This is an optimization exercise on Yosys and OpenROAD, whose aim is small area and a short achievable clock period, not a production implementation.
Where RTL was checked, it was by simulation tests only, not by an equivalence proof against the original.
Only the layout flow was run in runs 2 to 4; the RTL was not checked for function there.
No activity file was given, so power comes from the tool's default toggle rates.

### flow/design.v
module committed_store_buffer #(
  parameter  int COMMIT_WIDTH = 4,
  parameter  int DEPTH        = 8,
  localparam int CNT_W        = $clog2(DEPTH) + 1
) (
  input  logic                         clk,
  input  logic                         rst,
  input  logic [COMMIT_WIDTH-1:0]      in_valid,
  input  logic [COMMIT_WIDTH*32-1:0]  in_addr,
  input  logic [COMMIT_WIDTH*32-1:0]  in_data,
  input  logic [COMMIT_WIDTH*4-1:0]   in_be,
  output logic [CNT_W-1:0]             free_slots,
  output logic                         empty,
  output logic                         overflow,
  output logic                         mem_req_valid,
  output logic [31:0]                  mem_req_addr,
  output logic [31:0]                  mem_req_data,
  output logic [3:0]                   mem_req_be,
  input  logic                         mem_req_ready,
  input  logic [31:0]                  ld_addr,
  output logic [3:0]                   fwd_mask,
  output logic [31:0]                  fwd_data
);
  localparam int PTR_W = $clog2(DEPTH);
  logic [PTR_W-1:0] head_q, head_d, tail_q, tail_d;
  logic [CNT_W-1:0] cnt_q, cnt_d, free_q, free_d;
  logic             empty_q, empty_d, overflow_q, overflow_d;
  logic [DEPTH-1:0][31:0] addr_q;
  logic [DEPTH-1:0][31:0] addr_d;
  logic [DEPTH-1:0][31:0] data_q;
  logic [DEPTH-1:0][31:0] data_d;
  logic [DEPTH-1:0][3:0] be_q;
  logic [DEPTH-1:0][3:0] be_d;
  logic [PTR_W-1:0] lane_off [COMMIT_WIDTH];
  logic [PTR_W-1:0] lane_idx [COMMIT_WIDTH];
  logic [PTR_W-1:0] off_acc;
  logic [CNT_W-1:0] push_cnt;
  logic             accept;
  logic             fire;
  always_comb begin
    off_acc  = '0;
    push_cnt = '0;
    for (int l = 0; l < COMMIT_WIDTH; l++) begin
      lane_off[l] = off_acc;
      off_acc     = off_acc + PTR_W'(in_valid[l]);
      push_cnt    = push_cnt + CNT_W'(in_valid[l]);
    end
  end
  for (genvar gi = 0; gi < COMMIT_WIDTH; gi++) begin : g_lane_idx
    assign lane_idx[gi] = tail_q + lane_off[gi];
  end
  assign accept = (push_cnt <= free_q);
  assign fire   = !empty_q && mem_req_ready;
  always_comb begin
    head_d     = head_q;
    tail_d     = tail_q;
    overflow_d = overflow_q;
    addr_d     = addr_q;
    data_d     = data_q;
    be_d       = be_q;
    if (accept) begin
      for (int l = 0; l < COMMIT_WIDTH; l++) begin
        if (in_valid[l]) begin
          addr_d[lane_idx[l]] = in_addr[32*l +: 32];
          data_d[lane_idx[l]] = in_data[32*l +: 32];
          be_d[lane_idx[l]]   = in_be[4*l +: 4];
        end
      end
      tail_d = tail_q + PTR_W'(push_cnt);
    end else begin
      overflow_d = 1'b1;
    end
    if (fire) begin
      head_d = head_q + PTR_W'(1);
    end
    cnt_d   = cnt_q + (accept ? push_cnt : '0) - CNT_W'(fire);
    free_d  = CNT_W'(DEPTH) - cnt_d;
    empty_d = (cnt_d == '0);
  end
  always_ff @(posedge clk) begin
    if (rst) begin
      head_q     <= '0;
      tail_q     <= '0;
      cnt_q      <= '0;
      free_q     <= CNT_W'(DEPTH);
      empty_q    <= 1'b1;
      overflow_q <= 1'b0;
    end else begin
      head_q     <= head_d;
      tail_q     <= tail_d;
      cnt_q      <= cnt_d;
      free_q     <= free_d;
      empty_q    <= empty_d;
      overflow_q <= overflow_d;
    end
  end
  always_ff @(posedge clk) begin
    addr_q <= addr_d;
    data_q <= data_d;
    be_q   <= be_d;
  end
  assign free_slots = free_q;
  assign empty      = empty_q;
  assign overflow   = overflow_q;
  assign mem_req_valid = !empty_q;
  assign mem_req_addr  = empty_q ? '0 : addr_q[head_q];
  assign mem_req_data  = empty_q ? '0 : data_q[head_q];
  assign mem_req_be    = empty_q ? '0 : be_q[head_q];
  logic [PTR_W-1:0] fwd_idx;
  logic             unused_ld_lo;
  assign unused_ld_lo = ^ld_addr[1:0];
  always_comb begin
    fwd_mask = '0;
    fwd_data = '0;
    fwd_idx  = '0;
    for (int k = 0; k < DEPTH; k++) begin
      fwd_idx = head_q + PTR_W'(k);
      if ((CNT_W'(k) < cnt_q) && (addr_q[fwd_idx][31:2] == ld_addr[31:2])) begin
        for (int b = 0; b < 4; b++) begin
          if (be_q[fwd_idx][b]) begin
            fwd_mask[b]        = 1'b1;
            fwd_data[8*b +: 8] = data_q[fwd_idx][8*b +: 8];
          end
        end
      end
    end
  end
endmodule
### flow/run.sh
#!/bin/bash
# synth_recipe.tcl (not shown) runs the flow's synth.tcl, then flattens the netlist and writes it again
# the make line also repeats each setting of config.mk as NAME=value (left out here)
make -C /OpenROAD-flow-scripts/flow DESIGN_CONFIG=/design/flow/config.mk WORK_HOME=/design/flow/orfs CLKGATE_MAP_FILE= SYNTH_SCRIPT=/design/flow/synth_recipe.tcl finish
### flow/config.mk
export PLATFORM = sky130hd
export DESIGN_NAME = committed_store_buffer
export DESIGN_NICKNAME = committed_store_buffer
export VERILOG_FILES = /design/flow/design.v
export SDC_FILE = /design/flow/constraint.sdc
export NUM_CORES = 8
export LEC_CHECK = 0
export CAP_MARGIN = 20
export CORE_MARGIN = 2
export CORE_UTILIZATION = 40
export SLEW_MARGIN = 20
### flow/constraint.sdc
create_clock -name core_clock -period 10.0 [get_ports {clk}]
set_input_delay 2.0000 -clock core_clock [delete_from_list [all_inputs] [get_ports {clk}]]
set_output_delay 2.0000 -clock core_clock [all_outputs]
set_load 0.01 [all_outputs]
==> results of run 1 <==
==> per-layer routing <==
| metal | track usage, % | wire length (um) | vias up |
|---|---|---|---|
| li1 | - | - | 27100 |
| met1 | 55.2 | 127000 | 34900 |
| met2 | 60.2 | 144000 | 8274 |
| met3 | 22.9 | 67600 | 2487 |
| met4 | 29.2 | 33600 | 32 |
| met5 | 2.24 | 416 | - |
==> worst max path at each step <==
stage	start	end	slack, ns	depth (start not counted)
3_3_place_gp	ld_addr[5]	fwd_data[15]	1.14	13
4_1_cts	head_q[0]$_SDFFE_PP0P_	fwd_data[15]	0.79	13
2_1_floorplan	in_valid[3]	empty_q$_SDFF_PP1_	-4.15	15
5_1_grt	head_q[0]$_SDFFE_PP0P_	fwd_data[21]	0.41	14
6_report	head_q[0]$_SDFFE_PP0P_	fwd_data[15]	0.55	13
3_5_place_dp	ld_addr[5]	fwd_data[15]	1.06	13
==> power groups by stage <==
stage	combinational (mW)	clock [mW]	sequential, mW
floorplan	13.0	0	5.74
global placement	18.9	0	6.23
detailed placement	19.1	0	6.32
CTS	19.2	2.79	6.30
global route	21.0	2.88	6.53
finish	20.5	2.85	6.46
==> critical path: cells and delay by family, from the launching register on <==
kind	cells	cell delay, ns
adder cells (fa/ha/maj)	1	0.78
AO/OA/AOI/OAI	5	1.51
flip-flops	1	0.72
AND/OR/NAND/NOR	3	1.97
buffers and inverters	3	1.27
multiplexers	1	0.43
==> layout by cell type (no fill, tap or decap), drive strengths merged, types with 201 or more instances in the layout <==
cell,count
a22oi,1127
o22ai,1026
nand2,654
edfxtp,544
mux4,455
clkdlybuf4s50,419
o21ai,307
nor2,292
mux2i,255
xnor2,201
==> logic make-up (layout without fill, tap and decap cells) <==
family                   Yosys count  after routing  share of synthesized area [%]
buffers and inverters            990            804                           6.57
flip-flops                       559            559                           26.5
XOR/XNOR                         262            262                           3.67
AO/OA/AOI/OAI                   2800           2800                           30.3
AND/OR/NAND/NOR                 1432           1432                           10.8
adder cells (fa/ha/maj)           41             41                          0.890
multiplexers                     751            751                           21.2
other                              0             23                              0
==> cell type report <==
class                           count  area (um2)
Fill cell                       15100       85400
Multi-Input combinational cell   5286       42700
Sequential cell                   559       16700
Timing Repair Buffer              616        6040
Tap cell                         2058        2570
Clock buffer                       90        1930
Clock inverter                     45         437
Inverter                           53         204
Antenna cell                       23        57.6
==> state kept, by name, indices dropped and copies added (netlist names) <==
signal      cells
addr_q        256
data_q        256
be_q           32
free_q          4
cnt_q           3
head_q          3
tail_q          3
empty_q         1
overflow_q      1
==> stage by stage <==
step / power [mW] / utilization, % / hold slack (ns) / setup WS, ns
final: 29.8 / 45.2 / 0.456 / 0.551
after global routing: 30.4 / 45.2 / 0.490 / 0.405
after CTS: 28.3 / 45.1 / 0.459 / 0.790
after detailed placement: 25.5 / 43.6 / 0.450 / 1.06
after global placement: 25.1 / 43.6 / 0.447 / 1.14
after floorplan: 18.8 / - / 0.468 / -4.15
==> impl_metrics.sql, run 1 <==
INSERT INTO impl_metrics (metric_group, metric, value, unit) VALUES
('detailed_routing', 'drt_iter0_drc', '15900', ''),
('synthesis', 'yosys-top-cells-area', 'sky130_fd_sc_hd__edfxtp_1 26%, sky130_fd_sc_hd__mux4_2 16%, sky130_fd_sc_hd__a22oi_1 13%', ''),
('setup_path', 'r2r_slack', '4.13', 'ns'),
('setup_path', 'ff2ff_path_depth', '9', ''),
('detailed_routing', 'detail_route.wirelength', '372', 'mm'),
('detailed_routing', 'first_pass_iters', '13', ''),
('synthesis', 'post_synth.cell_area_avg', '9.17', 'um2'),
('grt', 'wire_length_of_the_first_global_routing_pass', '513', 'mm'),
('synthesis', 'synthDominantAreaCellType', 'sky130_fd_sc_hd__edfxtp_1', ''),
('finish', 'syn2layout_area_growth', '12.6', '%'),
('detailed_routing', 'drcViolationCount', '0', ''),
('floorplanning', 'die_height', '400', 'um'),
('floorplanning', 'core_area', '0.156', 'mm2'),
('sta', 'final_min_period_over_clock_period', '94.5', '%'),
('clock_tree', 'cts_max_path_buffers', '3', ''),
('synthesis', 'yosys_register_bits', '559', ''),
('synthesis', 'yosysTopAreaCellShare', '26.1', '%'),
('setup_path', 'timing.critical_path.from_type', 'flop', ''),
('sta', 'finClkSkew', '0.0482', 'ns'),
('place', 'port_buffers', '419', ''),
('clock_tree', 'cts.reportedPaths.clkPinSlew', '0.06', 'ns'),
('clock_tree', 'numCtsBuffers', '74', ''),
('clock_tree', 'cts-root-buf', 'sky130_fd_sc_hd__clkbuf_16', ''),
('synthesis', 'synth.cells.most_frequent', '1127 x sky130_fd_sc_hd__a22oi_1, 1026 x sky130_fd_sc_hd__o22ai_1, 654 x sky130_fd_sc_hd__nand2_1', ''),
('clock_tree', 'clkSinkCount', '559', ''),
('grt', 'grt_remaining_overflow', '0', ''),
('place', 'placed_cells_incl_taps', '8566', ''),
('floorplanning', 'design.portCount', '422', ''),
('synthesis', 'yosysWarnings', '3', ''),
('place', 'post-dp-hpwl', '228', 'mm'),
('sta', 'setup_violations', '0', ''),
('clock_tree', 'tritoncts', 'yes', ''),
('synthesis', 'synth.net_count', '7187', ''),
('finish', 'layout-drive-gt1-share', '13.9', '%'),
('pwr', 'internal_power', '13.5', 'mW'),
('pwr', 'p_leak', '24.1', 'nW'),
('worst_hold_path', 'worst_hold_path_type', 'flop to flop', ''),
('pwr', 'clock_power_share', '9.6', '%'),
('sta', 'fmax', '106', 'MHz'),
('place', 'placement.cell_area', '0.0680', 'mm2'),
('setup_path', 'setup.worst_path.class', 'flop to output pin', ''),
('worst_hold_path', 'hold_path_startpoint', 'overflow_q$_SDFFE_PP0P_', ''),
('floorplanning', 'floorplan.die_area', '0.160', 'mm2'),
('floorplanning', 'die_width', '400', 'um'),
('worst_hold_path', 'hold_depth', '2', ''),
('sta', 'grt_setup_unrepaired', 'no', ''),
('grt', 'antenna_found_initial', '30', ''),
('place', 'place_congestion', '1.09', ''),
('clock_tree', 'htree_num_levels', '3', ''),
('synthesis', 'yosysMostFrequentCell', 'sky130_fd_sc_hd__a22oi_1', ''),
('sta', 'maxSlewViolCount', '0', ''),
('grt', 'grt_usage', '44.7', '%'),
('status', 'run_status', 'no timing/DRC/antenna violations', ''),
('sta', 'hold_viol_final', '0', ''),
('clock_tree', 'post_cts.resized_instances', '0', ''),
('setup_path', 'timing.rr.start', 'tail_q[0]$_SDFFE_PP0N_', ''),
('synthesis', 'netlist-cell-type-count', '79', ''),
('synthesis', 'yosysSeqAreaShare', '26.5', '%'),
('pwr', 'power.switching_fraction', '54.8', '%'),
('synthesis', 'mappedNetlistArea', '0.0627', 'mm2'),
('setup_path', 'critPathMaxStageDelay', '1.04', 'ns'),
('synthesis', 'synth-edff-count', '544', ''),
('sta', 'timing.slew.headroom', '12.2', '%'),
('detailed_routing', 'route.detailed.vias_per_inst', '8.34', ''),
('detailed_routing', 'avg_wl_per_cell', '42.7', 'um'),
('job', 'drv.max_cap_violation_count', '0', ''),
('sta', 'worst_pin_slew', '1.32', 'ns'),
('floorplanning', 'core.rowCount', '145', ''),
('setup_path', 'cp-end-kind', 'output pin', ''),
('clock_tree', 'total_of_hold_buffers_inserted_after_clock_tree_synthesis', '0', ''),
('sta', 'min_period', '9.45', 'ns');
==> run 2, diff against run 1 <==
==> flow/design.v (replaced) <==
module committed_store_buffer #(
  parameter  int COMMIT_WIDTH = 4,
  parameter  int DEPTH        = 8,
  localparam int CNT_W        = $clog2(DEPTH) + 1
) (
  input  logic                         clk,
  input  logic                         rst,
  input  logic [COMMIT_WIDTH-1:0]      in_valid,
  input  logic [COMMIT_WIDTH*32-1:0]  in_addr,
  input  logic [COMMIT_WIDTH*32-1:0]  in_data,
  input  logic [COMMIT_WIDTH*4-1:0]   in_be,
  output logic [CNT_W-1:0]             free_slots,
  output logic                         empty,
  output logic                         overflow,
  output logic                         mem_req_valid,
  output logic [31:0]                  mem_req_addr,
  output logic [31:0]                  mem_req_data,
  output logic [3:0]                   mem_req_be,
  input  logic                         mem_req_ready,
  input  logic [31:0]                  ld_addr,
  output logic [3:0]                   fwd_mask,
  output logic [31:0]                  fwd_data
);
  logic [2:0] tail_q;
  logic [3:0] free_q;
  logic       ovf_q;
  logic [2:0] head;
  logic       empty_w;
  assign head    = tail_q + free_q[2:0];
  assign empty_w = free_q[3];
  logic [2:0] off1, off2, off3, pc;
  assign off1 = {2'b0, in_valid[0]};
  assign off2 = off1 + {2'b0, in_valid[1]};
  assign off3 = off2 + {2'b0, in_valid[2]};
  assign pc   = off3 + {2'b0, in_valid[3]};
  logic accept, fire;
  assign accept = ({1'b0, pc} <= free_q);
  assign fire   = !empty_w && mem_req_ready;
  always_ff @(posedge clk) begin
    if (rst) begin
      tail_q <= 3'd0;
      free_q <= 4'd8;
      ovf_q  <= 1'b0;
    end else begin
      if (accept) tail_q <= tail_q + pc;
      free_q <= free_q - (accept ? {1'b0, pc} : 4'd0) + {3'd0, fire};
      if (!accept) ovf_q <= 1'b1;
    end
  end
  logic [2:0] dst0, dst1, dst2, dst3;
  assign dst0 = tail_q;
  assign dst1 = tail_q + off1;
  assign dst2 = tail_q + off2;
  assign dst3 = tail_q + off3;
  logic [67:0] wp [4];
  for (genvar j = 0; j < 4; j++) begin : g_wp
    logic s0, s1, s2, s3;
    assign s0 = in_valid[0] && (dst0[1:0] == 2'(j));
    assign s1 = in_valid[1] && (dst1[1:0] == 2'(j));
    assign s2 = in_valid[2] && (dst2[1:0] == 2'(j));
    assign s3 = in_valid[3] && (dst3[1:0] == 2'(j));
    assign wp[j] = ({68{s0}} & {in_be[3:0],   in_data[31:0],   in_addr[31:0]})
                 | ({68{s1}} & {in_be[7:4],   in_data[63:32],  in_addr[63:32]})
                 | ({68{s2}} & {in_be[11:8],  in_data[95:64],  in_addr[95:64]})
                 | ({68{s3}} & {in_be[15:12], in_data[127:96], in_addr[127:96]});
  end
  logic [67:0] ent [8];
  for (genvar i = 0; i < 8; i++) begin : g_ent
    logic we;
    assign we = accept && ((in_valid[0] && dst0 == 3'(i)) ||
                           (in_valid[1] && dst1 == 3'(i)) ||
                           (in_valid[2] && dst2 == 3'(i)) ||
                           (in_valid[3] && dst3 == 3'(i)));
    always_ff @(posedge clk)
      if (we) ent[i] <= wp[i % 4];
  end
  logic [67:0] hd [9];
  assign hd[0] = '0;
  for (genvar i = 0; i < 8; i++) begin : g_head
    logic hs;
    assign hs = !empty_w && (head == 3'(i));
    assign hd[i+1] = hd[i] | ({68{hs}} & ent[i]);
  end
  assign mem_req_addr  = hd[8][31:0];
  assign mem_req_data  = hd[8][63:32];
  assign mem_req_be    = hd[8][67:64];
  assign free_slots    = free_q;
  assign empty         = empty_w;
  assign overflow      = ovf_q;
  assign mem_req_valid = !empty_w;
  logic [2:0] rel [8];
  logic [7:0] match;
  logic [3:0] v [8];
  for (genvar i = 0; i < 8; i++) begin : g_match
    logic vld;
    assign rel[i]   = 3'(i) - tail_q;
    assign vld      = ({1'b0, rel[i]} >= free_q);
    assign match[i] = vld && (ent[i][31:2] == ld_addr[31:2]);
    assign v[i]     = {4{match[i]}} & ent[i][67:64];
  end
  for (genvar b = 0; b < 4; b++) begin : g_byte
    logic [7:0] vb;
    logic [7:0] acc [9];
    for (genvar i = 0; i < 8; i++) begin : g_vb
      assign vb[i] = v[i][b];
    end
    assign acc[0] = '0;
    for (genvar i = 0; i < 8; i++) begin : g_sel
      logic [7:0] yng;
      logic       sel;
      for (genvar j = 0; j < 8; j++) begin : g_y
        assign yng[j] = (rel[j] > rel[i]);
      end
      assign sel      = vb[i] && !(|(vb & yng));
      assign acc[i+1] = acc[i] | ({8{sel}} & ent[i][32 + 8*b +: 8]);
    end
    assign fwd_mask[b]        = |vb;
    assign fwd_data[8*b +: 8] = acc[8];
  end
  logic unused_ld_lo;
  assign unused_ld_lo = ^ld_addr[1:0];
endmodule
==> impl_metrics.sql, run 2 <==
INSERT INTO impl_metrics (metric_group, metric, value, unit) VALUES
('status', 'run_status', 'no timing/DRC/antenna violations', ''),
('synthesis', 'post_synth.cell_area_avg', '10.7', 'um2'),
('place', 'place_congestion', '1.05', ''),
('synthesis', 'yosysMostFrequentCell', 'sky130_fd_sc_hd__edfxtp_1', ''),
('detailed_routing', 'drcViolationCount', '0', ''),
('sta', 'min_period', '9.20', 'ns'),
('synthesis', 'netlist-cell-type-count', '83', ''),
('clock_tree', 'tritoncts', 'yes', ''),
('pwr', 'max-vdd-ir-drop', '266', 'uV'),
('detailed_routing', 'detail_route.wirelength', '179', 'mm'),
('pwr', 'p_leak', '15.1', 'nW'),
('detailed_routing', 'avg_wl_per_cell', '36.3', 'um'),
('sta', 'final_critical_path_setup_slack', '0.804', 'ns'),
('detailed_routing', 'route.detailed.vias_per_inst', '7.27', ''),
('pwr', 'clock_power_share', '15.5', '%'),
('synthesis', 'yosys-top-cells-area', 'sky130_fd_sc_hd__edfxtp_1 45%, sky130_fd_sc_hd__a22oi_1 9.9%, sky130_fd_sc_hd__xor2_1 4.4%', ''),
('floorplanning', 'die_height', '304', 'um'),
('sta', 'fin_tns_setup', '0', 'ns'),
('synthesis', 'synth.net_count', '3738', ''),
('pwr', 'switching_component_of_the_power', '7.21', 'mW'),
('floorplanning', 'design.portCount', '422', ''),
('clock_tree', 'cts_max_path_buffers', '3', ''),
('grt', 'grt_usage', '37.2', '%'),
('finish', 'syn2layout_area_growth', '21.9', '%'),
('grt', 'most_used_routing_layer_in_global_routing', 'met2', ''),
('synthesis', 'synth_async_sr_flop_share', '0', '%'),
('place', 'post-dp-hpwl', '122', 'mm'),
('grt', 'globalRouteMet2Util', '54.8', '%'),
('sta', 'timing.slew.headroom', '19.0', '%'),
('synthesis', 'synth_xor_xnor_area_share', '5.80', '%'),
('grt', 'groute.layer.met3.usage', '11.5', '%'),
('finish', 'number_of_flip_flops_in_the_largest_register', '544', ''),
('setup_path', 'critPathMaxFanout', '9', ''),
('setup_path', 'critPathMaxStageDelay', '0.97', 'ns'),
('clock_tree', 'htree_num_levels', '2', ''),
('place', 'port_buffers', '419', ''),
('finish', 'layout_top_registers', 'ent (544), free_q (4), tail_q (3)', ''),
('finish', 'layout-drive-gt1-share', '8.78', '%'),
('floorplanning', 'die_width', '304', 'um'),
('synthesis', 'yosysSeqAreaShare', '45.9', '%'),
('sta', 'worst_pin_slew', '1.22', 'ns'),
('finish', 'max_flop_register', 'ent', ''),
('pwr', 'power.share.combinational', '51.3', '%'),
('synthesis', 'mappedNetlistArea', '0.0359', 'mm2'),
('floorplanning', 'floorplan.initialDensity', '40.5', '%'),
('grt', 'gr_layer_usage_met1', '50.4', '%'),
('worst_hold_path', 'worst_hold_path_type', 'flop to flop', ''),
('grt', 'antenna_found_initial', '14', ''),
('synthesis', 'synthFlopType', 'sky130_fd_sc_hd__edfxtp_1', ''),
('clock_tree', 'clk-insertion-delay-late', '0.68', 'ns'),
('sta', 'fmax', '109', 'MHz'),
('synthesis', 'synthDominantAreaCellType', 'sky130_fd_sc_hd__edfxtp_1', ''),
('setup_path', 'critPathRequiredTime', '8.00', 'ns'),
('pwr', 'power.sequential.fraction', '33.1', '%'),
('finish', 'n_fill_cell', '8145', ''),
('clock_tree', 'cts.reportedPaths.clkPinSlew', '0.07', 'ns'),
('setup_path', 'critical-path-slowest-cell', 'sky130_fd_sc_hd__nor4_2', ''),
('sta', 'maxSlewViolCount', '0', ''),
('place', 'pre_cts_ws', '1.03', 'ns'),
('synthesis', 'synth_mux_area_share', '0.446', '%'),
('clock_tree', 'post_cts.resized_instances', '0', ''),
('finish', 'mostFrequentLayoutCell', 'sky130_fd_sc_hd__edfxtp_1', ''),
('setup_path', 'cp_cell_sequence', 'clkdlybuf4s50_1, xor2_1, nor4_1, nand4_1, nor4_2, a22o_1, nor4_1, a2111oi_0, o2111ai_1, clkdlybuf4s50_1', ''),
('setup_path', 'cp-end-kind', 'output pin', ''),
('job', 'drv.max_cap_violation_count', '0', ''),
('clock_tree', 'total_of_hold_buffers_inserted_after_clock_tree_synthesis', '0', ''),
('detailed_routing', 'postRouteAntennaNets', '0', ''),
('detailed_routing', 'drt_iter0_drc', '6012', ''),
('sta', 'fin_worst_hold_slack', '0.485', 'ns'),
('setup_path', 'arrival', '7.20', 'ns'),
('finish', 'finalNetCount', '4079', ''),
('pwr', 'cellPowerDensity', '342', 'mW/mm2'),
('clock_tree', 'clkSinkCount', '552', ''),
('pwr', 'power.switching_fraction', '48.1', '%'),
('setup_path', 'setup.worst_path.class', 'input pin to output pin', ''),
('synthesis', 'synth-edff-count', '544', ''),
('synthesis', 'yosysTopAreaCellShare', '45.4', '%'),
('synthesis', 'syn-instance-count', '3355', ''),
('synthesis', 'synth_compound_area_share', '26.2', '%'),
('detailed_routing', 'vias', '35800', ''),
('synthesis', 'yosys.area_share.simple', '14.9', '%'),
('floorplanning', 'core_area', '0.0888', 'mm2'),
('pwr', 'internal_power', '7.78', 'mW'),
('floorplanning', 'floorplan.die_area', '0.0923', 'mm2'),
('finish', 'final_cell_mix', '544 x sky130_fd_sc_hd__edfxtp_1, 475 x sky130_fd_sc_hd__a22oi_1, 419 x sky130_fd_sc_hd__clkdlybuf4s50_1', ''),
('grt', 'grt_start_max_net_pins', '62', ''),
('setup_path', 'timing.critical_path.from_type', 'input pin', ''),
('synthesis', 'synth.cells.most_frequent', '544 x sky130_fd_sc_hd__edfxtp_1, 475 x sky130_fd_sc_hd__a22oi_1, 321 x sky130_fd_sc_hd__nand2_1', ''),
('floorplanning', 'core.rowCount', '109', ''),
('detailed_routing', 'first_pass_iters', '9', ''),
('grt', 'number_of_global_route_vias_before_repair', '33400', ''),
('sta', 'final_min_period_over_clock_period', '92.0', '%'),
('sta', 'hold_viol_final', '0', ''),
('clock_tree', 'cts.repair_timing.setup_buffer_count', '0', ''),
('synthesis', 'yosysWarnings', '10', ''),
('sta', 'setup_violations', '0', ''),
('grt', 'grt_remaining_overflow', '0', ''),
('synthesis', 'synth_fa_ha_area_share', '2.65', '%'),
('synthesis', 'synth_top_family_by_area', 'compound AO/OA/AOI/OAI gates', ''),
('clock_tree', 'numCtsBuffers', '59', ''),
('sta', 'grt_setup_unrepaired', 'no', ''),
('clock_tree', 'cts-root-buf', 'sky130_fd_sc_hd__clkbuf_16', ''),
('synthesis', 'yosys_register_bits', '552', ''),
('grt', 'wire_length_of_the_first_global_routing_pass', '250', 'mm'),
('sta', 'finClkSkew', '0.0402', 'ns');
## run 2: power groups by stage
stage | logic [mW] | registers, mW | clock network (mW)
floorplan | 3.79 | 4.79 | 0
global placement | 7.32 | 4.96 | 0
detailed placement | 7.33 | 4.97 | 0
CTS | 7.36 | 4.94 | 2.34
global route | 7.90 | 5.05 | 2.43
finish | 7.70 | 4.97 | 2.33
## run 2: layout make-up
class,count,area (um2),area share [%]
diodes,8,20.0,0.0457
clock buffers,64,1500,3.41
clock inverters,47,566,1.29
inverters,94,353,0.805
multi-input cells,2443,18300,41.7
flip-flops and latches,552,16500,37.6
well taps,1165,1460,3.33
repair buffers,546,5170,11.8
## run 2: final timing paths
check	start	to	slack, ns	depth (start not counted)
hold / removal	ovf_q$_SDFFE_PP0N_	ovf_q$_SDFFE_PP0N_	0.48	2
setup / recovery	ld_addr[4]	fwd_data[4]	0.80	10
hold reg to reg	ovf_q$_SDFFE_PP0N_	ovf_q$_SDFFE_PP0N_	0.48	2
setup reg to reg	tail_q[1]$_SDFFE_PP0P_	ent[0][41]$_DFFE_PP_	5.93	8
## run 2: worst max-delay path: cells and delay by family
kind,cells,cell delay [ns]
buffers and inverters,2,1.47
and+or+nand+nor,4,2.12
xor gates and xnor gates,1,0.21
AOI/OAI and AO/OA,3,1.37
## run 2: kinds of logic after synthesis
logic type | Yosys count
AO/OA/AOI/OAI | 1169
XOR/XNOR | 238
adder cells (fa/ha/maj) | 72
buffers and inverters | 360
flip-flops | 552
multiplexers | 16
AND/OR/NAND/NOR | 948
## run 2: metrics by stage
step / instances / cell area [um2] / power (mW) / util [%]
3_3_place_gp: 4800 / 41700 / 12.3 / 47.0
5_1_grt: 4919 / 43800 / 15.4 / 49.4
3_5_place_dp: 4800 / 41700 / 12.3 / 47.0
6_report: 4919 / 43800 / 15.0 / 49.4
2_1_floorplan: 3355 / 35900 / 8.58 / -
4_1_cts: 4911 / 43800 / 14.6 / 49.3
## run 2: routing by layer
| metal | routed length [um] | part of all wire, % | vias up |
|---|---|---|---|
| li1 | - | - | 14500 |
| met1 | 68100 | 38 | 17500 |
| met2 | 75800 | 42 | 3175 |
| met3 | 25700 | 14 | 534 |
| met4 | 8920 | 5.0 | 10 |
| met5 | 61 | 0.034 | - |
==> run 3, diff against run 2 <==
--- a/flow/design.v
+++ b/flow/design.v
@@ -88,30 +88,41 @@
   assign empty         = empty_w;
   assign overflow      = ovf_q;
   assign mem_req_valid = !empty_w;
-  logic [2:0] rel [8];
+  logic [7:0] tl1h;
+  logic [7:0] live;
   logic [7:0] match;
-  logic [3:0] v [8];
   for (genvar i = 0; i < 8; i++) begin : g_match
-    logic vld;
-    assign rel[i]   = 3'(i) - tail_q;
-    assign vld      = ({1'b0, rel[i]} >= free_q);
-    assign match[i] = vld && (ent[i][31:2] == ld_addr[31:2]);
-    assign v[i]     = {4{match[i]}} & ent[i][67:64];
+    logic [2:0] rel;
+    assign tl1h[i]  = (tail_q == 3'(i));
+    assign rel      = 3'(i) - tail_q;
+    assign live[i]  = ({1'b0, rel} >= free_q);
+    assign match[i] = live[i] && (ent[i][31:2] == ld_addr[31:2]);
+  end
+  logic [7:0] yng [8];
+  for (genvar i = 0; i < 8; i++) begin : g_yng
+    for (genvar j = 0; j < 8; j++) begin : g_j
+      if (j == i) begin : g_self
+        assign yng[i][j] = 1'b0;
+      end else begin : g_other
+        localparam int D = (j - i + 8) % 8;
+        logic [7:0] rng;
+        for (genvar e = 0; e < 8; e++) begin : g_e
+          assign rng[e] = (e >= 1 && e <= D) ? tl1h[(i + e) % 8] : 1'b0;
+        end
+        assign yng[i][j] = ~|rng;
+      end
+    end
   end
   for (genvar b = 0; b < 4; b++) begin : g_byte
     logic [7:0] vb;
     logic [7:0] acc [9];
     for (genvar i = 0; i < 8; i++) begin : g_vb
-      assign vb[i] = v[i][b];
+      assign vb[i] = match[i] & ent[i][64 + b];
     end
     assign acc[0] = '0;
     for (genvar i = 0; i < 8; i++) begin : g_sel
-      logic [7:0] yng;
-      logic       sel;
-      for (genvar j = 0; j < 8; j++) begin : g_y
-        assign yng[j] = (rel[j] > rel[i]);
-      end
-      assign sel      = vb[i] && !(|(vb & yng));
+      logic sel;
+      assign sel      = vb[i] && !(|(vb & yng[i]));
       assign acc[i+1] = acc[i] | ({8{sel}} & ent[i][32 + 8*b +: 8]);
     end
     assign fwd_mask[b]        = |vb;
--- a/flow/config.mk
+++ b/flow/config.mk
@@ -8,4 +8,5 @@
 export CAP_MARGIN = 20
 export CORE_MARGIN = 2
 export CORE_UTILIZATION = 40
+export SETUP_SLACK_MARGIN = 3
 export SLEW_MARGIN = 20
==> impl_metrics.sql, run 3 <==
INSERT INTO impl_metrics (metric_group, metric, value, unit) VALUES
('finish', 'syn2layout_area_growth', '31.1', '%'),
('synthesis', 'synth_async_sr_flop_share', '0', '%'),
('synthesis', 'mappedNetlistArea', '0.0336', 'mm2'),
('clock_tree', 'htree_num_levels', '2', ''),
('sta', 'finClkSkew', '0.0303', 'ns'),
('setup_path', 'critPathRequiredTime', '8.00', 'ns'),
('synthesis', 'post_synth.cell_area_avg', '11.0', 'um2'),
('setup_path', 'cp-end-kind', 'output pin', ''),
('grt', 'wire_length_of_the_first_global_routing_pass', '244', 'mm'),
('synthesis', 'syn-instance-count', '3046', ''),
('clock_tree', 'cts.reportedPaths.clkPinSlew', '0.06', 'ns'),
('place', 'post-dp-hpwl', '115', 'mm'),
('place', 'port_buffers', '419', ''),
('worst_hold_path', 'worst_hold_path_type', 'flop to flop', ''),
('setup_path', 'setup.worst_path.class', 'input pin to output pin', ''),
('synthesis', 'synth-edff-count', '544', ''),
('place', 'place_congestion', '1.04', ''),
('floorplanning', 'design.portCount', '422', ''),
('setup_path', 'timing.critical_path.from_type', 'input pin', ''),
('finish', 'post_layout_nonfiller_instances', '4625', ''),
('synthesis', 'synthDominantAreaCellType', 'sky130_fd_sc_hd__edfxtp_1', ''),
('synthesis', 'yosysSeqAreaShare', '49.1', '%'),
('grt', 'grt_start_max_net_pins', '69', ''),
('clock_tree', 'numCtsBuffers', '60', ''),
('synthesis', 'netlist-cell-type-count', '94', ''),
('status', 'run_status', 'no timing/DRC/antenna violations', ''),
('synthesis', 'yosys_register_bits', '552', ''),
('synthesis', 'yosys-top-cells-area', 'sky130_fd_sc_hd__edfxtp_1 49%, sky130_fd_sc_hd__a22oi_1 14%, sky130_fd_sc_hd__xor2_1 3.7%', ''),
('clock_tree', 'tritoncts', 'yes', ''),
('sta', 'worst_pin_slew', '1.17', 'ns'),
('finish', 'finalNetCount', '3859', ''),
('finish', 'layout_top_registers', 'ent (544), free_q (4), tail_q (3)', ''),
('sta', 'maxSlewViolCount', '0', ''),
('detailed_routing', 'detail_route.wirelength', '177', 'mm'),
('detailed_routing', 'first_pass_iters', '7', ''),
('finish', 'number_of_flip_flops_in_the_largest_register', '544', ''),
('floorplanning', 'core_area', '0.0834', 'mm2'),
('synthesis', 'yosysWarnings', '9', ''),
('detailed_routing', 'postRouteAntennaNets', '0', ''),
('floorplanning', 'die_height', '294', 'um'),
('finish', 'max_flop_register', 'ent', ''),
('detailed_routing', 'drcViolationCount', '0', ''),
('job', 'drv.max_cap_violation_count', '0', ''),
('sta', 'fin_tns_setup', '0', 'ns'),
('sta', 'setup_violations', '0', ''),
('synthesis', 'yosysMostFrequentCell', 'sky130_fd_sc_hd__a22oi_1', ''),
('setup_path', 'critPathMaxFanout', '8', ''),
('grt', 'antenna_found_initial', '9', ''),
('finish', 'layout-drive-gt1-share', '18.7', '%'),
('clock_tree', 'clk-insertion-delay-late', '0.66', 'ns'),
('finish', 'mostFrequentLayoutCell', 'sky130_fd_sc_hd__a22oi_1', ''),
('clock_tree', 'clkSinkCount', '552', ''),
('floorplanning', 'core.rowCount', '106', ''),
('pwr', 'cellPowerDensity', '327', 'mW/mm2'),
('floorplanning', 'floorplan.initialDensity', '40.3', '%'),
('detailed_routing', 'drt_iter0_drc', '6297', ''),
('setup_path', 'arrival', '5.14', 'ns'),
('synthesis', 'synthFlopType', 'sky130_fd_sc_hd__edfxtp_1', ''),
('floorplanning', 'die_width', '294', 'um'),
('detailed_routing', 'vias', '34300', ''),
('sta', 'final_min_period_over_clock_period', '71.4', '%'),
('floorplanning', 'floorplan.die_area', '0.0863', 'mm2'),
('sta', 'timing.slew.headroom', '21.4', '%'),
('pwr', 'max-vdd-ir-drop', '469', 'uV'),
('sta', 'grt_setup_unrepaired', 'yes', ''),
('sta', 'fmax', '140', 'MHz'),
('pwr', 'p_leak', '15.6', 'nW'),
('clock_tree', 'cts-root-buf', 'sky130_fd_sc_hd__clkbuf_16', ''),
('detailed_routing', 'route.detailed.vias_per_inst', '7.41', ''),
('synthesis', 'synth.cells.most_frequent', '635 x sky130_fd_sc_hd__a22oi_1, 544 x sky130_fd_sc_hd__edfxtp_1, 314 x sky130_fd_sc_hd__nand2_1', ''),
('sta', 'hold_viol_final', '0', ''),
('detailed_routing', 'avg_wl_per_cell', '38.3', 'um'),
('grt', 'grt_remaining_overflow', '0', ''),
('grt', 'number_of_global_route_vias_before_repair', '33100', ''),
('grt', 'grt_usage', '39.5', '%'),
('clock_tree', 'total_of_hold_buffers_inserted_after_clock_tree_synthesis', '0', ''),
('synthesis', 'synth.net_count', '3411', ''),
('finish', 'final_cell_mix', '631 x sky130_fd_sc_hd__a22oi_1, 544 x sky130_fd_sc_hd__edfxtp_1, 357 x sky130_fd_sc_hd__clkdlybuf4s50_1', ''),
('place', 'placed_cells_incl_taps', '4405', ''),
('clock_tree', 'cts_max_path_buffers', '3', ''),
('sta', 'min_period', '7.14', 'ns'),
('synthesis', 'yosysTopAreaCellShare', '48.6', '%');
## run 3: changes by cell type after synthesis, moves of 29 or more
cell,delta
sky130_fd_sc_hd__a21boi_0,-29
sky130_fd_sc_hd__a21oi_1,-34
sky130_fd_sc_hd__a221o_1,-70
sky130_fd_sc_hd__a22o_1,-70
sky130_fd_sc_hd__a22oi_1,+160
sky130_fd_sc_hd__clkbuf_1,-29
sky130_fd_sc_hd__nand3_1,-60
sky130_fd_sc_hd__nand4_1,-31
sky130_fd_sc_hd__xnor2_1,+52
sky130_fd_sc_hd__xor2_1,-41
## run 3: power by group
group	internal (mW)	switching [mW]	total (mW)
Clock	1.29	0.953	2.24
Combinational	2.11	5.04	7.15
Sequential	4.22	0.782	5.01
## run 3: cells by family after synthesis
group	synth area share, %
AO/OA/AOI/OAI	25.5
XOR/XNOR	6.49
adder cells (fa/ha/maj)	2.17
buffers and inverters	3.70
flip-flops	49.1
multiplexers	0.536
AND/OR/NAND/NOR	12.5
## run 3: through the flow
step	total power, mW	instance area, um2	utilization (%)	worst slack (ns)	hold WS (ns)
floorplan	7.94	33600	-	1.95	0.503
detailed placement	11.4	39200	47.0	1.02	0.480
global route	14.6	44000	52.8	2.86	0.512
global placement	11.3	39200	47.0	1.02	0.455
CTS	13.9	43100	51.6	2.90	0.493
finish	14.4	44000	52.8	2.86	0.483
## run 3: area by class of cell
cell class                      instances  area (um2)
Fill cell                            7152       39400
Inverter                               68         263
Tap cell                             1080        1350
Multi-Input combinational cell       2185       18000
Clock buffer                           69        1560
Antenna cell                            4        10.0
Clock inverter                         40         405
Sequential cell                       552       16500
Timing Repair Buffer                  627        5930
## run 3: worst max-delay path, stage by stage
cell and delay [ns]:
sky130_fd_sc_hd__buf_4 0.17, sky130_fd_sc_hd__xnor2_1 0.19, sky130_fd_sc_hd__nand4_1 0.24, sky130_fd_sc_hd__nor4_2 0.40
sky130_fd_sc_hd__buf_4 0.19, sky130_fd_sc_hd__and2_1 0.16, sky130_fd_sc_hd__and3_1 0.34, sky130_fd_sc_hd__a32oi_1 0.16
sky130_fd_sc_hd__and4_4 0.35, sky130_fd_sc_hd__a222oi_1 0.42, sky130_fd_sc_hd__o2111ai_2 0.28, sky130_fd_sc_hd__buf_2 0.21
## run 3: what timing repair did
item,CTS,global route
setup buffers,71,33
pin swaps,104,72
setup endpoints to repair,103,42
gates resized for setup,517,139
cloned,2,1
## run 3: worst paths after layout
kind | startpoint | to | cells past startpoint | slack (ns)
setup / recovery | ld_addr[16] | fwd_data[5] | 12 | 2.86
setup reg to reg | tail_q[0]$_SDFFE_PP0P_ | ent[2][37]$_DFFE_PP_ | 10 | 5.45
hold reg to reg | ovf_q$_SDFFE_PP0N_ | ovf_q$_SDFFE_PP0N_ | 2 | 0.48
hold / removal | ovf_q$_SDFFE_PP0N_ | ovf_q$_SDFFE_PP0N_ | 2 | 0.48
## run 3: metal layers
metal | up-vias | GRT usage, % | part of all wire [%]
met5 | - | 0 | 0.015
met4 | 4 | 18.5 | 5.3
met3 | 652 | 12.3 | 14
met2 | 3234 | 58.7 | 43
met1 | 17000 | 52.4 | 37
li1 | 13300 | - | -
==> run 4, diff against run 3 <==
--- a/flow/config.mk
+++ b/flow/config.mk
@@ -8,5 +8,5 @@
 export CAP_MARGIN = 20
 export CORE_MARGIN = 2
 export CORE_UTILIZATION = 40
-export SETUP_SLACK_MARGIN = 3
+export SETUP_SLACK_MARGIN = 4
 export SLEW_MARGIN = 20
==> impl_metrics.sql, run 4 <==
INSERT INTO impl_metrics (metric_group, metric, value, unit) VALUES
('status', 'run_status', 'no timing/DRC/antenna violations', ''),
('grt', 'grt_start_max_net_pins', '69', ''),
('finish', 'final_cell_mix', '630 x sky130_fd_sc_hd__a22oi_1, 544 x sky130_fd_sc_hd__edfxtp_1, 350 x sky130_fd_sc_hd__clkdlybuf4s50_1', ''),
('place', 'placement.cell_area', '0.0395', 'mm2'),
('worst_hold_path', 'hold_depth', '2', ''),
('clock_tree', 'htree_num_levels', '2', ''),
('pwr', 'power.switching_fraction', '46.7', '%'),
('synthesis', 'synthFlopType', 'sky130_fd_sc_hd__edfxtp_1', ''),
('finish', 'syn2layout_area_growth', '37.3', '%'),
('floorplanning', 'core.rowCount', '106', ''),
('grt', 'gr_layer_usage_met1', '55.6', '%'),
('sta', 'grt_setup_unrepaired', 'yes', ''),
('pwr', 'p_leak', '16.5', 'nW'),
('sta', 'timing.slew.headroom', '21.7', '%'),
('clock_tree', 'clkSinkCount', '552', ''),
('setup_path', 'ff2ff_path_depth', '8', ''),
('sta', 'fmax', '142', 'MHz'),
('grt', 'groute.layer.met3.usage', '11.6', '%'),
('grt', 'antenna_found_initial', '9', ''),
('synthesis', 'mappedNetlistArea', '0.0336', 'mm2'),
('synthesis', 'yosysWarnings', '9', ''),
('synthesis', 'synth-edff-count', '544', ''),
('grt', 'number_of_global_route_vias_before_repair', '33100', ''),
('job', 'drv.max_cap_violation_count', '0', ''),
('synthesis', 'synth.net_count', '3411', ''),
('clock_tree', 'numCtsBuffers', '59', ''),
('clock_tree', 'cts-root-buf', 'sky130_fd_sc_hd__clkbuf_16', ''),
('setup_path', 'setup.worst_path.class', 'input pin to output pin', ''),
('setup_path', 'timing.critical_path.from_type', 'input pin', ''),
('pwr', 'max-vdd-ir-drop', '451', 'uV'),
('clock_tree', 'tritoncts', 'yes', ''),
('sta', 'maxSlewViolCount', '0', ''),
('grt', 'globalRouteMet2Util', '59.9', '%'),
('sta', 'fin_tns_setup', '0', 'ns'),
('setup_path', 'critPathRequiredTime', '8.00', 'ns'),
('pwr', 'fin_total_pwr', '14.8', 'mW'),
('setup_path', 'cp-end-kind', 'output pin', ''),
('finish', 'max_flop_register', 'ent', ''),
('grt', 'grt_remaining_overflow', '0', ''),
('pwr', 'internal_power', '7.89', 'mW'),
('place', 'post-dp-hpwl', '118', 'mm'),
('synthesis', 'yosys_register_bits', '552', ''),
('sta', 'min_period', '7.06', 'ns'),
('finish', 'layout-drive-gt1-share', '23.1', '%'),
('synthesis', 'yosysMostFrequentCell', 'sky130_fd_sc_hd__a22oi_1', ''),
('setup_path', 'arrival', '5.06', 'ns'),
('finish', 'layout_top_registers', 'ent (544), free_q (4), tail_q (3)', ''),
('finish', 'number_of_flip_flops_in_the_largest_register', '544', ''),
('clock_tree', 'cts_max_path_buffers', '3', '');
## run 4: cell counts after synthesis
Identical to the previous run, type by type.
## run 4: cells by family (layout without fill, tap and decap cells)
logic type | count (synthesis) | in the layout | share of synthesized area, %
and+or+nand+nor | 784 | 786 | 12.5
DFF | 552 | 552 | 49.1
xor gates and xnor gates | 249 | 249 | 6.49
AOI/OAI and AO/OA | 1078 | 1078 | 25.5
muxes | 18 | 18 | 0.536
other | 0 | 5 | 0
buffers and inverters | 311 | 893 | 3.70
adders and majority gates | 54 | 54 | 2.17
## run 4: per-layer routing
| layer | up-vias | wire length, um |
|---|---|---|
| li1 | 13500 | - |
| met1 | 17100 | 69600 |
| met2 | 3176 | 78000 |
| met3 | 646 | 25200 |
| met4 | 6 | 8340 |
| met5 | - | 36 |
## run 4: final timing paths
check,from,to,slack (ns)
worst max-delay path,ld_addr[28],fwd_data[9],2.94
worst min-delay path,ovf_q$_SDFFE_PP0N_,ovf_q$_SDFFE_PP0N_,0.49
worst max register to register,tail_q[1]$_SDFFE_PP0P_,ent[0][39]$_DFFE_PP_,6.00
worst min register to register,ovf_q$_SDFFE_PP0N_,ovf_q$_SDFFE_PP0N_,0.49
## run 4: critical path: stages
cell                       delay, ns
sky130_fd_sc_hd__buf_12         0.13
sky130_fd_sc_hd__xor2_4         0.19
sky130_fd_sc_hd__nor4_4         0.36
sky130_fd_sc_hd__nand4_4        0.26
sky130_fd_sc_hd__or2_4          0.37
sky130_fd_sc_hd__or4_4          0.60
sky130_fd_sc_hd__o2111a_2       0.26
sky130_fd_sc_hd__and3_1         0.23
sky130_fd_sc_hd__a211oi_2       0.20
sky130_fd_sc_hd__nand4_1        0.22
sky130_fd_sc_hd__buf_2          0.22
## run 4: metrics by stage
stage / setup WS (ns) / utilization, % / hold slack [ns] / cells
after floorplan: 3.38 / - / 0.503 / 3046
after global routing: 2.93 / 55.3 / 0.536 / 4711
after global placement: 1.05 / 47.3 / 0.457 / 4401
after CTS: 2.93 / 53.6 / 0.494 / 4665
final: 2.94 / 55.3 / 0.492 / 4715
after detailed placement: 1.05 / 47.3 / 0.480 / 4402
## run 4: timing repair
item,4_1_cts,5_1_grt
pin swaps,133,106
gates cloned,2,0
setup endpoints to repair,107,91
buffers inserted,150,45
gates resized for setup,631,191
## run 4: final cells by class
type | count | area, um2 | share of cell area, %
Tap cell | 1080 | 1350 | 2.93
Timing Repair Buffer | 714 | 7070 | 15.3
Clock buffer | 66 | 1520 | 3.30
Clock inverter | 45 | 529 | 1.15
Sequential cell | 552 | 16500 | 35.8
Antenna cell | 5 | 12.5 | 0.0271
Multi-Input combinational cell | 2185 | 18800 | 40.9
Inverter | 68 | 270 | 0.586
## run 4: power by group through the flow
stage                     registers (mW)  clock network (mW)  logic (mW)
after floorplan                     4.74                   0        3.19
after global placement              4.91                   0        6.42
after detailed placement            4.95                   0        6.47
after CTS                           4.99                2.34        6.93
after global routing                5.15                2.42        7.50
final                               5.06                2.34        7.41

-- port drivers added, routing unchanged --
No port has a modelled driver above. Below, the same layouts with a new extraction and two added sets of constraints. Step 1 sets driving cells, clkbuf_16 on the clock port and buf_2 on the other inputs (assumed; they add their load-dependent delay and slew). Step 2 also shifts input and output timing later by t, the mid clock arrival at the registers, as if the neighbouring blocks saw the same clock. a / b / c = ideal ports / drivers / drivers and shift; a / b = the first two.
run	t, ns	slack for setup (ns)	worst slew at a driven data input, ns
run 1	0.794	0.551 / 0.474 / 0.837	0.27
run 2	0.726	0.804 / 0.780 / 0.780	0.17
run 3	0.711	2.865 / 2.824 / 2.764	0.11
run 4	0.712	2.944 / 2.875 / 2.875	0.21
After both steps setup and hold are still met in every run listed. For run 3, which loses most, drivers alone change the setup slack by -0.041 ns; drivers and shift together by -0.101 ns.
